This is an optimization exercise on Yosys and OpenROAD, whose aim is small area, a short achievable clock period and few clock cycles per item, not a production implementation. The RTL was checked by simulation tests, not by an equivalence proof against the original design. Power and IR drop assume default switching activity.

<file path="design.v">
`timescale 1ns/100ps
package lb_pkg;
    localparam int N_REGIONS = 4;
    localparam int REGION_IDX_BITS = 2;
    localparam int N_LAYERS = REGION_IDX_BITS;
    localparam int N_PAIRS = N_REGIONS / 2;
    localparam int LAYER_BITS = (N_LAYERS > 1) ? $clog2(N_LAYERS) : 1;
    localparam logic [LAYER_BITS-1:0] LAST_LAYER = LAYER_BITS'(N_LAYERS - 1);
    localparam int QDEPTH = 16;
    localparam int QPTR_BITS = $clog2(QDEPTH);
    localparam int QCNT_BITS = $clog2(QDEPTH + 1);
    localparam logic [QCNT_BITS-1:0] Q_FULL_CNT = QCNT_BITS'(QDEPTH);
    localparam int LOAD_BITS = 4;
    localparam int OID_BITS = 16;
    localparam int META_BITS = 98;
    localparam int META_OID_LSB = 0;
    typedef logic [META_BITS-1:0] meta_t;
    typedef logic [OID_BITS-1:0] oid_t;
    typedef logic [LOAD_BITS-1:0] load_t;
    typedef logic [REGION_IDX_BITS-1:0] region_idx_t;
    typedef struct packed {
        oid_t  oid;
        load_t load;
    } region_stat_t;
    localparam int STAT_BITS = OID_BITS + LOAD_BITS;
    typedef logic [N_REGIONS*STAT_BITS-1:0] region_stats_t;
endpackage
`timescale 1ns/100ps
module meta_fifo (
    input  logic          aclk,
    input  logic          aresetn,
    input  logic          in_valid,
    output logic          in_ready,
    input  lb_pkg::meta_t in_meta,
    output logic          head_valid,
    output lb_pkg::meta_t head_meta,
    input  logic          pop
);
    lb_pkg::meta_t mem [lb_pkg::QDEPTH];
    logic [lb_pkg::QPTR_BITS-1:0] wr_ptr;
    logic [lb_pkg::QPTR_BITS-1:0] rd_ptr;
    logic [lb_pkg::QCNT_BITS-1:0] count;
    logic push_fire;
    logic pop_fire;
    assign in_ready = (count != lb_pkg::Q_FULL_CNT);
    assign head_valid = (count != '0);
    assign head_meta = mem[rd_ptr];
    assign push_fire = in_valid && in_ready;
    assign pop_fire = pop && head_valid;
    always_ff @(posedge aclk) begin
        if (!aresetn) begin
            wr_ptr <= '0;
            rd_ptr <= '0;
            count  <= '0;
        end else begin
            if (push_fire) begin
                wr_ptr <= wr_ptr + 1'b1;
            end
            if (pop_fire) begin
                rd_ptr <= rd_ptr + 1'b1;
            end
            case ({push_fire, pop_fire})
                2'b10: begin
                    count <= count + 1'b1;
                end
                2'b01: begin
                    count <= count - 1'b1;
                end
                default: begin
                    count <= count;
                end
            endcase
        end
    end
    always_ff @(posedge aclk) begin
        if (push_fire) begin
            mem[wr_ptr] <= in_meta;
        end
    end
endmodule
`timescale 1ns/100ps
module least_load_tree (
    input  logic                  aclk,
    input  logic                  aresetn,
    input  logic                  start,
    input  lb_pkg::region_stats_t region_stats,
    input  lb_pkg::oid_t          req_oid,
    output logic                  done,
    output lb_pkg::region_idx_t   winner
);
    lb_pkg::region_stats_t stats_q;
    lb_pkg::oid_t          oid_q;
    lb_pkg::load_t       cand_load [lb_pkg::N_REGIONS];
    lb_pkg::region_idx_t cand_idx [lb_pkg::N_REGIONS];
    lb_pkg::load_t       next_load [lb_pkg::N_PAIRS];
    lb_pkg::region_idx_t next_idx [lb_pkg::N_PAIRS];
    logic                          busy;
    logic [lb_pkg::LAYER_BITS-1:0] layer;
    logic                          last_layer;
    assign last_layer = (layer == lb_pkg::LAST_LAYER);
    always_comb begin
        for (int p = 0; p < lb_pkg::N_PAIRS; p++) begin
            if (cand_load[2*p] < cand_load[2*p+1]) begin
                next_load[p] = cand_load[2*p];
                next_idx[p]  = cand_idx[2*p];
            end else if (cand_load[2*p] > cand_load[2*p+1]) begin
                next_load[p] = cand_load[2*p+1];
                next_idx[p]  = cand_idx[2*p+1];
            end else if (stats_q[cand_idx[2*p]*lb_pkg::STAT_BITS +
                                    lb_pkg::LOAD_BITS +: lb_pkg::OID_BITS] == oid_q) begin
                next_load[p] = cand_load[2*p];
                next_idx[p]  = cand_idx[2*p];
            end else begin
                next_load[p] = cand_load[2*p+1];
                next_idx[p]  = cand_idx[2*p+1];
            end
        end
    end
    always_ff @(posedge aclk) begin
        if (!aresetn) begin
            busy  <= 1'b0;
            layer <= '0;
            done  <= 1'b0;
        end else begin
            done <= 1'b0;
            if (start) begin
                busy  <= 1'b1;
                layer <= '0;
            end else if (busy) begin
                layer <= layer + 1'b1;
                if (last_layer) begin
                    busy <= 1'b0;
                    done <= 1'b1;
                end
            end
        end
    end
    always_ff @(posedge aclk) begin
        if (start) begin
            stats_q <= region_stats;
            oid_q   <= req_oid;
            for (int i = 0; i < lb_pkg::N_REGIONS; i++) begin
                cand_load[i] <= region_stats[i*lb_pkg::STAT_BITS +: lb_pkg::LOAD_BITS];
                cand_idx[i]  <= lb_pkg::region_idx_t'(i);
            end
        end else if (busy) begin
            for (int p = 0; p < lb_pkg::N_PAIRS; p++) begin
                cand_load[p] <= next_load[p];
                cand_idx[p]  <= next_idx[p];
            end
        end
    end
    assign winner = cand_idx[0];
endmodule
`timescale 1ns/100ps
module dispatch_ctrl (
    input  logic                aclk,
    input  logic                aresetn,
    input  logic                head_valid,
    input  lb_pkg::meta_t       head_meta,
    output logic                pop,
    output logic                start,
    output lb_pkg::oid_t        req_oid,
    input  logic                done,
    input  lb_pkg::region_idx_t winner,
    output logic                proxy_valid,
    input  logic                proxy_ready,
    output lb_pkg::meta_t       proxy_meta,
    output lb_pkg::region_idx_t lb_ctrl
);
    typedef enum logic [1:0] {
        ST_IDLE,
        ST_SCHED,
        ST_OFFER
    } state_t;
    state_t state;
    assign pop = (state == ST_IDLE) && head_valid;
    assign req_oid = proxy_meta[lb_pkg::META_OID_LSB +: lb_pkg::OID_BITS];
    always_ff @(posedge aclk) begin
        if (!aresetn) begin
            state       <= ST_IDLE;
            start       <= 1'b0;
            proxy_valid <= 1'b0;
        end else begin
            start <= pop;
            case (state)
                ST_IDLE: begin
                    if (head_valid) begin
                        state <= ST_SCHED;
                    end
                end
                ST_SCHED: begin
                    if (done) begin
                        state       <= ST_OFFER;
                        proxy_valid <= 1'b1;
                    end
                end
                ST_OFFER: begin
                    if (proxy_ready) begin
                        state       <= ST_IDLE;
                        proxy_valid <= 1'b0;
                    end
                end
                default: begin
                    state       <= ST_IDLE;
                    proxy_valid <= 1'b0;
                end
            endcase
        end
    end
    always_ff @(posedge aclk) begin
        if (pop) begin
            proxy_meta <= head_meta;
        end
        if ((state == ST_SCHED) && done) begin
            lb_ctrl <= winner;
        end
    end
endmodule
`timescale 1ns/100ps
module load_balancer (
    input  logic                  aclk,
    input  logic                  aresetn,
    input  logic                  meta_in_valid,
    output logic                  meta_in_ready,
    input  lb_pkg::meta_t         meta_in_data,
    input  lb_pkg::region_stats_t region_stats,
    output logic                  proxy_valid,
    input  logic                  proxy_ready,
    output lb_pkg::meta_t         proxy_meta,
    output lb_pkg::region_idx_t   lb_ctrl
);
    logic                head_valid;
    lb_pkg::meta_t       head_meta;
    logic                pop;
    logic                start;
    lb_pkg::oid_t        req_oid;
    logic                done;
    lb_pkg::region_idx_t winner;
    meta_fifo meta_fifo_i (
        .aclk       (aclk),
        .aresetn    (aresetn),
        .in_valid   (meta_in_valid),
        .in_ready   (meta_in_ready),
        .in_meta    (meta_in_data),
        .head_valid (head_valid),
        .head_meta  (head_meta),
        .pop        (pop)
    );
    least_load_tree least_load_tree_i (
        .aclk         (aclk),
        .aresetn      (aresetn),
        .start        (start),
        .region_stats (region_stats),
        .req_oid      (req_oid),
        .done         (done),
        .winner       (winner)
    );
    dispatch_ctrl dispatch_ctrl_i (
        .aclk        (aclk),
        .aresetn     (aresetn),
        .head_valid  (head_valid),
        .head_meta   (head_meta),
        .pop         (pop),
        .start       (start),
        .req_oid     (req_oid),
        .done        (done),
        .winner      (winner),
        .proxy_valid (proxy_valid),
        .proxy_ready (proxy_ready),
        .proxy_meta  (proxy_meta),
        .lb_ctrl     (lb_ctrl)
    );
endmodule
</file>
<file path="run.sh">
#!/bin/bash
# synth_recipe.tcl (not shown) runs the flow's synth.tcl, then flattens the netlist and writes it again
# the make line also repeats each setting of config.mk as NAME=value (left out here)
make -C /OpenROAD-flow-scripts/flow DESIGN_CONFIG=/design/flow/config.mk WORK_HOME=/design/flow/orfs CLKGATE_MAP_FILE= SYNTH_SCRIPT=/design/flow/synth_recipe.tcl finish
</file>
<file path="config.mk">
export PLATFORM = sky130hd
export DESIGN_NAME = load_balancer
export DESIGN_NICKNAME = load_balancer
export VERILOG_FILES = /design/flow/design.v
export SDC_FILE = /design/flow/constraint.sdc
export NUM_CORES = 4
export LEC_CHECK = 0
export CAP_MARGIN = 20
export CORE_MARGIN = 2
export CORE_UTILIZATION = 40
export PLACE_DENSITY = 0.6
export SLEW_MARGIN = 20
</file>
<file path="constraint.sdc">
create_clock -name core_clock -period 5.0 [get_ports {aclk}]
set_input_delay 1.0000 -clock core_clock [delete_from_list [all_inputs] [get_ports {aclk}]]
set_output_delay 1.0000 -clock core_clock [all_outputs]
set_load 0.01 [all_outputs]
</file>
==> flow_metrics.tcl <==
set metrics [dict create \
    fp.dieW_um 420 \
    grtUsageTotal_pct 18.5 \
    power.share.combinational_pct 21.9 \
    syn-mean-instance-area_um2 24.1 \
    drt-vias-per-instance 5.52 \
    finalSetupTns_ps 0 \
    crit_cells 10 \
    grt_overflow 0 \
    layout.cells.most_common_list "edfxtp_1 (1,772), mux4_2 (542), clkdlybuf4s50_1 (283), clkbuf_16 (186), clkinv_1 (49)" \
    globalRouteMet1Util_pct 25.2 \
    ant_nets 0 \
    leakagePower_nw 24.8 \
    clock_tree.root_cell "clkbuf_16" \
    cts.repair.resized 0 \
    postSynthNetCount 3084 \
    critical_path_arrival_ps 4510 \
    post-route-worst-setup-slack_ps 1020 \
    place_ws_ps 990 \
    detailedPlacementHpwl_um 86500 \
    hold_path.class "flop to flop" \
    synth_largest_type_area_fraction_pct 76.8 \
    std_cell_rows 152 \
    drt_iter0_markers 3424 \
    cts_tree "yes" \
    synth_async_sr_flop_share_pct 0 \
    vias 31700 \
    post-layout-total-power_w 0.0411 \
    path_clk_slew_ps 60 \
    worst_path_largest_cell_delay_ps 760 \
    io_buffers 283 \
    finalSetupViolCount 0 \
    whs_endpoint "least_load_tree_i.oid_q[12]$_DFFE_PP_" \
    period_needed_ps 3980 \
    synth-warning-count 7 \
    floorplan.die_area_um2 177000 \
    clock_path_buffers 3 \
    cts_setup_buffers 0 \
    maximum_level_of_the_cts_h_tree 4 \
    mostFrequentLayoutCell "edfxtp_1" \
    register_area_um2 53700 \
    placed_cells 5402 \
    routing_usage_on_met3_pct 4.11 \
    report.final.hold_viol_count 0 \
    critPathKind "flop to flop" \
    r2r.worst_path.cells 10 \
    grt_pass1_wl_um 234000 \
    fmax_mhz 251 \
    regToRegEndpoint "least_load_tree_i.cand_load[0][0]$_DFFE_PP_" \
    grt_setup_unrepaired "false" \
    power.density_cell_area_nw_per_um2 505 \
    multi_input_comb_area_um2 15000 \
    io_pins 284 \
    groute.layer.met2.usage_pct 30.1 \
    drc 0 \
    hold_crit_depth 0 \
    floorplan.initialDensity_pct 40.3 \
    post_synth_inst_count 2880 \
    power.switching_w 0.0112 \
    netSwitchingFraction_pct 27.2 \
    initial_antenna_violation_count 35 \
    startpoint_of_the_lowest_slack_hold_path "dispatch_ctrl_i.proxy_meta[12]$_DFFE_PP_" \
    gpl.final_weighted_congestion 0.864 \
    reg2reg_setup_slack_ps 1020 \
    cp-end-kind "flop" \
    result_of_the_run "timing/DRC/antenna clean" \
    total_routed_wirelength_um 163000 \
    num-nets-final 3482 \
    fin_skew_ps 58.9 \
    cts-buffers-inserted 183 \
    synth_area_leaders "edfxtp_1 (77%), mux4_2 (18%), dfxtp_1 (0.69%), mux2i_1 (0.68%), clkbuf_1 (0.50%)" \
    intPower_w 0.0300 \
    stdcell_area_um2 81400 \
    final-max-slew-violation-count 0 \
    post_synth_instance_area_um2 69300 \
    pin_count_of_the_biggest_net_entering_global_routing 104 \
    post-route-period-util_pct 79.6 \
    critical_path.max_fanout 46 \
    crit_path_start "least_load_tree_i.cand_idx[0][0]$_SDFFE_PP0P_" \
    drt_pre_antenna_iters 5 \
    critical_path.reg2reg.startpoint "least_load_tree_i.cand_idx[0][0]$_SDFFE_PP0P_" \
    clkPwrFrac_pct 31.3 \
    cts.sinks 1796 \
    worstPathCellList "inv_2 -> ha_4 -> mux2i_1 -> mux4_2 -> o221ai_1 -> xor2_1 -> a2111o_1 -> nor4_2 -> a31oi_2 -> or2_1" \
    synth-edff-count 1772 \
    grt-busiest-layer "met2" \
    placement.cell_area_um2 75700 \
    cpMaxStageDelayCell "ha_4" \
    layout-drive-gt1-share_pct 26.7 \
    area_growth_syn_to_layout_pct 17.5 \
    vdd_drop_max_mv 0.641 \
    cts-hold-fix-buffers 0 \
    critical_path.n_buffers_inverters 1 \
    timing.max_slew.rel_slack_pct 33.3 \
    synth_flop_cell "edfxtp_1" \
    yosysUniqueCellTypes 72 \
    synth.ff_latch_count 1796 \
    setup.worst_path.start_class "flop" \
    synth.yosys.seq_area_share_pct 77.5 \
    cap_viol_max_count 0 \
    crit_family "compound AO/OA/AOI/OAI gates" \
    clkLatencyLatePin_ps 830 \
    post_layout_nonfiller_instances 5740 \
    wl_per_cell_um 28.4 \
    core_area_um2 172000 \
    share_seq_of_total_power_pct 46.8 \
    num-fill-cells 13900 \
    worst_slew_pin_slew_ps 999 \
    grt_pass1_vias 32800 \
    synth_largest_area_cell "edfxtp_1" \
    floorplan.die.height_um 420 \
    critPathRequiredTime_ps 5530 \
]
## worst max path at each step
stage / endpoint
floorplan: meta_fifo_i.mem[15][0]$_DFFE_PP_
global placement: meta_fifo_i.mem[9][76]$_DFFE_PP_
global route: least_load_tree_i.cand_load[0][2]$_DFFE_PP_
CTS: least_load_tree_i.cand_load[0][1]$_DFFE_PP_
detailed placement: least_load_tree_i.cand_load[0][1]$_DFFE_PP_
finish: least_load_tree_i.cand_load[0][0]$_DFFE_PP_
## logic make-up after synthesis
group                      after synthesis  synth area share [%]
DFF                                   1796                  77.5
muxes                                  601                  18.5
buffers and inverters                  169                  1.06
and+or+nand+nor                        158                  1.19
AOI/OAI and AO/OA                      101                 0.977
xor gates and xnor gates                33                 0.417
adders and majority gates               22                 0.408
## power by group through the flow
stage / combinational (W) / clock, W / sequential (W)
after detailed placement: 0.00915 / 0 / 0.0196
after global routing: 0.00967 / 0.0138 / 0.0194
after floorplan: 0.00589 / 0 / 0.0193
final: 0.00900 / 0.0129 / 0.0192
after CTS: 0.00919 / 0.0132 / 0.0193
after global placement: 0.00914 / 0 / 0.0196
## state kept, by name, summed over array words and instances (netlist names), 2 cells and up
signal                       cells
dispatch_ctrl_i.proxy_meta      98
least_load_tree_i.stats_q       74
least_load_tree_i.cand_load     14
dispatch_ctrl_i.state            2
meta_fifo_i.wr_ptr               4
dispatch_ctrl_i.lb_ctrl          2
least_load_tree_i.oid_q         16
meta_fifo_i.mem               1568
least_load_tree_i.cand_idx       4
meta_fifo_i.rd_ptr               4
meta_fifo_i.count                5
## per-layer routing
| metal | vias to the layer above | routed length [um] |
|---|---|---|
| li1 | 13200 | - |
| met1 | 17100 | 68600 |
| met2 | 1058 | 80300 |
| met3 | 283 | 10400 |
| met4 | 26 | 3750 |
| met5 | - | 185 |
## synth_stat cells, types with 15 or more instances
| cell | n |
|---|---|
| clkbuf_1 | 92 |
| buf_1 | 32 |
| o21ai_0 | 24 |
| dfxtp_1 | 24 |
| xor2_1 | 18 |
| inv_1 | 17 |
| xnor2_1 | 15 |
| mux4_2 | 542 |
| nor2_1 | 39 |
| mux2i_1 | 47 |
| edfxtp_1 | 1772 |
| a21oi_1 | 22 |
| ha_1 | 21 |
| nand2_1 | 36 |
## cell type report
cell class,instances,area share [%]
diodes,7,0.0215
clock buffers,222,5.88
clock inverters,108,1.08
inverters,20,0.0922
multi-input cells,915,18.5
flip-flops and latches,1796,66.0
well taps,2310,3.55
repair buffers,362,4.94
## per-stage QoR
stage / util, % / hold slack, ps
2_1_floorplan: - / 441
3_3_place_gp: 44.0 / 440
3_5_place_dp: 44.0 / 443
4_1_cts: 47.3 / 458
5_1_grt: 47.4 / 486
6_report: 47.4 / 459
Testbench counts, summed over its fixed seeds: cycles 19,208, items 3,200.

-- what the ideal ports hide --
The flow's constraints put no driver on any port. The routed layout listed below was extracted and timed again, unchanged, in two steps. Step 1: set_driving_cell puts a clkbuf_16 on aclk and a buf_2 on each other input, an assumption about the parent block. Step 2, shift: input delay + t, output delay - t, t = (earliest + latest rising clock arrival at the registers) / 2. This alone moves slack from input paths to output paths. a / b / c = ideal / step 1 / step 2; a / b = the first two.
shift t [ns]: 0.875
slack for setup (ns): 1.021 / 1.021 / 1.021
hold WS [ns]: 0.459 / 0.459 / 0.459
cell pins on the clock port's net: 1
After both steps this run still meets setup and hold. The setup slack of this run moves by 0.000 ns with the drivers and by 0.000 ns with both steps.
